Background: an optimization exercise with open tools, aiming at small area, a short achievable clock period and few clock cycles per item. Do not read the settings as production practice. RTL that was checked went through simulation tests only; none was proved equivalent to the original.

fjord:
## nccLogTop
module nccLogTop (
	input logic clk,
	input logic rst,
	input logic [8:0] inBeat,
	input logic inValid,
	output logic inReady,
	output logic signed [19:0] score,
	output logic scoreValid,
	input logic scoreReady
);
	logic advance;
	logic [8:0] inSel;
	logic [7:0] inMag;
	logic inZero;
	logic [2:0] inExp;
	logic beatDesc;
	logic beatSign;
	logic [7:0] beatMag;
	logic [7:0] beatJust;
	logic beatValid;
	logic [8:0] skidBeat;
	logic skidValid;
	logic inStall;
	logic beatLoad;
	logic beatZero;
	logic [2:0] beatExp;
	logic [4:0] beatFrac;
	logic [3:0] fill;
	logic chainScore;
	logic pipeScore;
	logic descBeat;
	logic winBeat;
	logic shiftDesc;
	logic shiftWin;
	logic [nccPkg::PipeBits-1:0] pipe;
	assign advance = !scoreValid || scoreReady;
	assign beatLoad = advance || !beatValid;
	assign inSel = skidValid ? skidBeat : inBeat;
	assign inMag = inSel[8] ? {1'b0, inSel[6:0]} : inSel[7:0];
	logDecode decode (.mag(inMag), .zero(inZero), .exp(inExp));
	always_ff @(posedge clk) begin
		if (beatLoad) begin
			beatDesc <= inSel[8];
			beatSign <= inSel[7];
			beatMag <= inMag;
			beatZero <= inZero;
			beatExp <= inExp;
		end
		if (!skidValid) skidBeat <= inBeat;
	end
	always_ff @(posedge clk or posedge rst) begin
		if (rst) begin
			beatValid <= 1'b0;
			skidValid <= 1'b0;
		end else if (beatLoad) begin
			beatValid <= skidValid || inValid;
			skidValid <= 1'b0;
		end else if (inValid && !skidValid) begin
			skidValid <= 1'b1;
		end
	end
	always_ff @(posedge clk or posedge rst) begin
		if (rst) begin
			inStall <= 1'b0;
		end else if (beatLoad) begin
			inStall <= 1'b0;
		end else if (inValid) begin
			inStall <= 1'b1;
		end
	end
  ...
==> module logDecode, before the edit <==
module logDecode (
	input logic [7:0] mag,
	output logic zero,
	output logic [2:0] exp
);
	logic [3:0] upper4;
	logic [1:0] upper2;
	always_comb begin
		exp[2] = |mag[7:4];
		upper4 = exp[2] ? mag[7:4] : mag[3:0];
		exp[1] = |upper4[3:2];
		upper2 = exp[1] ? upper4[3:2] : upper4[1:0];
		exp[0] = upper2[1];
	end
	assign zero = (mag == 8'd0);
endmodule
==> module nccLogTop, before the edit <==
module nccLogTop (
	input logic clk,
	input logic rst,
	input logic [8:0] inBeat,
	input logic inValid,
	output logic inReady,
	output logic signed [19:0] score,
	output logic scoreValid,
	input logic scoreReady
);
	logic advance;
	logic [8:0] inSel;
	logic [7:0] inMag;
	logic inZero;
	logic [2:0] inExp;
	logic beatDesc;
	logic beatSign;
	logic [7:0] beatMag;
	logic [7:0] beatJust;
	logic beatValid;
	logic [8:0] skidBeat;
	logic skidValid;
	logic inStall;
	logic beatLoad;
	logic beatZero;
	logic [2:0] beatExp;
	logic [4:0] beatFrac;
	logic [3:0] fill;
	logic chainScore;
	logic pipeScore;
	logic descBeat;
	logic winBeat;
	logic shiftDesc;
	logic shiftWin;
	logic [nccPkg::PipeBits-1:0] pipe;
	assign advance = !scoreValid || scoreReady;
	assign beatLoad = advance || !beatValid;
	assign inSel = skidValid ? skidBeat : inBeat;
	assign inMag = inSel[8] ? {1'b0, inSel[6:0]} : inSel[7:0];
	logDecode decode (.mag(inMag), .zero(inZero), .exp(inExp));
	always_ff @(posedge clk) begin
		if (beatLoad) begin
			beatDesc <= inSel[8];
			beatSign <= inSel[7];
			beatMag <= inMag;
			beatZero <= inZero;
			beatExp <= inExp;
		end
		if (!skidValid) skidBeat <= inBeat;
	end
	always_ff @(posedge clk or posedge rst) begin
		if (rst) begin
			beatValid <= 1'b0;
			skidValid <= 1'b0;
		end else if (beatLoad) begin
			beatValid <= skidValid || inValid;
			skidValid <= 1'b0;
		end else if (inValid && !skidValid) begin
			skidValid <= 1'b1;
		end
	end
	always_ff @(posedge clk or posedge rst) begin
		if (rst) begin
			inStall <= 1'b0;
		end else if (beatLoad) begin
			inStall <= 1'b0;
		end else if (inValid) begin
			inStall <= 1'b1;
		end
	end
	assign inReady = !inStall;
	assign beatJust = beatMag << (3'd7 - beatExp);
	assign beatFrac = beatJust[6 -: nccPkg::FracBits];
	assign descBeat = beatValid && beatDesc;
	assign winBeat = beatValid && !beatDesc;
	assign shiftDesc = advance && descBeat;
	assign shiftWin = advance && winBeat;
	always_ff @(posedge clk or posedge rst) begin
		if (rst) begin
			fill <= '0;
			chainScore <= 1'b0;
			pipeScore <= 1'b0;
		end else if (advance) begin
			chainScore <= winBeat && (fill >= 4'd7);
			pipeScore <= chainScore;
			if (descBeat) begin
				fill <= '0;
			end else if (winBeat && fill != 4'd8) begin
				fill <= fill + 1'b1;
			end
		end
	end
	tapArray taps (.clk, .rst, .shiftDesc, .shiftWin, .decNeg(beatSign), .decZero(beatZero),
		.decExp(beatExp), .decFrac(beatFrac), .pipeLoad(advance), .pipe);
	scoreResult result (.clk, .rst, .advance, .pipe, .sumValid(pipeScore),
		.score, .scoreValid);
endmodule
Settings: LEC_CHECK=0, ABC_AREA=1, CAP_MARGIN=20, CORE_MARGIN=2, CORE_UTILIZATION=60, SLEW_MARGIN=20; clock period 10.0 ns.
standard.sh (not shown) runs the stock make flow with config.mk's settings and CLKGATE_MAP_FILE= SYNTH_SCRIPT=/design/flow/synth_recipe.tcl, a recipe that flattens the netlist after the stock synthesis.
==> flow/flow/run.sh <==
#!/bin/bash
# The standard layout, with the port buffers made from buf_4 cells instead
# of the delay buffers buffer_ports picks by default, and timing repair
# asked to leave a setup margin.
set -euo pipefail
bash standard.sh BUFFER_PORTS_ARGS="-buffer_cell sky130_fd_sc_hd__buf_4" SETUP_SLACK_MARGIN=6.9 finish > standard.log 2>&1
No stage failed in fjord, and the final checks on the layout all came back clean.
> inputs changed (fjord -> tundra)
--- a/flow/design.v
+++ b/flow/design.v
@@ -8,19 +8,23 @@
 `default_nettype none
 module logDecode (
 	input logic [7:0] mag,
 	output logic zero,
-	output logic [2:0] exp
+	output logic [2:0] exp,
+	output logic [nccPkg::FracBits-1:0] frac
 );
 	logic [3:0] upper4;
 	logic [1:0] upper2;
+	logic [7:0] justified;
 	always_comb begin
 		exp[2] = |mag[7:4];
 		upper4 = exp[2] ? mag[7:4] : mag[3:0];
 		exp[1] = |upper4[3:2];
 		upper2 = exp[1] ? upper4[3:2] : upper4[1:0];
 		exp[0] = upper2[1];
 	end
+	assign justified = mag << (3'd7 - exp);
+	assign frac = justified[6 -: nccPkg::FracBits];
 	assign zero = (mag == 8'd0);
 endmodule
 `default_nettype wire
 `timescale 1ns/1ps
@@ -407,16 +411,9 @@
 	output logic scoreValid,
 	input logic scoreReady
 );
 	logic advance;
-	logic [8:0] inSel;
-	logic [7:0] inMag;
-	logic inZero;
-	logic [2:0] inExp;
-	logic beatDesc;
-	logic beatSign;
-	logic [7:0] beatMag;
-	logic [7:0] beatJust;
+	logic [8:0] beatQ;
 	logic beatValid;
 	logic [8:0] skidBeat;
 	logic skidValid;
 	logic inStall;
@@ -433,19 +430,10 @@
 	logic shiftWin;
 	logic [nccPkg::PipeBits-1:0] pipe;
 	assign advance = !scoreValid || scoreReady;
 	assign beatLoad = advance || !beatValid;
-	assign inSel = skidValid ? skidBeat : inBeat;
-	assign inMag = inSel[8] ? {1'b0, inSel[6:0]} : inSel[7:0];
-	logDecode decode (.mag(inMag), .zero(inZero), .exp(inExp));
 	always_ff @(posedge clk) begin
-		if (beatLoad) begin
-			beatDesc <= inSel[8];
-			beatSign <= inSel[7];
-			beatMag <= inMag;
-			beatZero <= inZero;
-			beatExp <= inExp;
-		end
+		if (beatLoad) beatQ <= skidValid ? skidBeat : inBeat;
 		if (!skidValid) skidBeat <= inBeat;
 	end
 	always_ff @(posedge clk or posedge rst) begin
 		if (rst) begin
@@ -467,12 +455,13 @@
 			inStall <= 1'b1;
 		end
 	end
 	assign inReady = !inStall;
-	assign beatJust = beatMag << (3'd7 - beatExp);
-	assign beatFrac = beatJust[6 -: nccPkg::FracBits];
-	assign descBeat = beatValid && beatDesc;
-	assign winBeat = beatValid && !beatDesc;
+	logDecode decode (
+		.mag(beatQ[8] ? {1'b0, beatQ[6:0]} : beatQ[7:0]),
+		.zero(beatZero), .exp(beatExp), .frac(beatFrac));
+	assign descBeat = beatValid && beatQ[8];
+	assign winBeat = beatValid && !beatQ[8];
 	assign shiftDesc = advance && descBeat;
 	assign shiftWin = advance && winBeat;
 	always_ff @(posedge clk or posedge rst) begin
 		if (rst) begin
@@ -488,9 +477,9 @@
 				fill <= fill + 1'b1;
 			end
 		end
 	end
-	tapArray taps (.clk, .rst, .shiftDesc, .shiftWin, .decNeg(beatSign), .decZero(beatZero),
+	tapArray taps (.clk, .rst, .shiftDesc, .shiftWin, .decNeg(beatQ[7]), .decZero(beatZero),
 		.decExp(beatExp), .decFrac(beatFrac), .pipeLoad(advance), .pipe);
 	scoreResult result (.clk, .rst, .advance, .pipe, .sumValid(pipeScore),
 		.score, .scoreValid);
 endmodule
==> results.txt <==
Diff fjord -> tundra | final area | decrease of 2.6%. Cell total after placement down 298 in tundra wrt fjord. Reported for tundra and fjord, count of input and output buffers turned out identical to the last digit. No stage failed in tundra, and the final checks on the layout all came back clean. Summary — area of the multi-input gates, tundra relative to fjord: lower, by 5.0%. [diff] minimum period implied by the final worst setup slack, tundra relative to fjord: improvement. tundra vs fjord: clock buffer count from CTS down by a few percent. Compared with fjord, in tundra synthesized netlist cell count went down by 11%; layout inverter count without the clock tree saw a decrease; clock-buffer cell count increased about 14%; relative area of non-clock buffer cells in the final design rose 1.2 points; final routed wirelength across all metal layers now sits lower. Measured against each other, tundra and fjord differ in setup slack of the critical path after layout, the lower figure coming from fjord. Higher site row count was reported by fjord, not tundra.
Testbench counts of tundra, summed over its fixed seeds: cycles 3,360, items 2,848.
Only the layout flow was run in fjord; the RTL was not checked for function there.

afterwards: timing with drivers on the ports:
Ports are ideal in the flow. The routed layouts listed here were re-timed in OpenROAD.
Step 1: set_driving_cell puts a clkbuf_16 on clk and a buf_2 on each other input, an assumption about the parent block.
Step 2 moves the port delays by t, midway between the first and last clock arrival at a register: inputs arrive t later, outputs are due t later. That takes back most of the time a late clock gives input paths.
Three values: ideal, step 1, step 2; two values: the first two.
run	t (ns)	setup WS [ns]	worst setup path after step 2	pins driven straight from the clock port
fjord	0.579	6.937 / 6.882 / 6.426	input to register	1
tundra	0.555	6.950 / 6.897 / 6.513	input to register	1
After both steps every run listed still meets setup and hold. For fjord, which loses most, drivers alone change the setup slack by -0.055 ns; drivers and shift together by -0.511 ns.
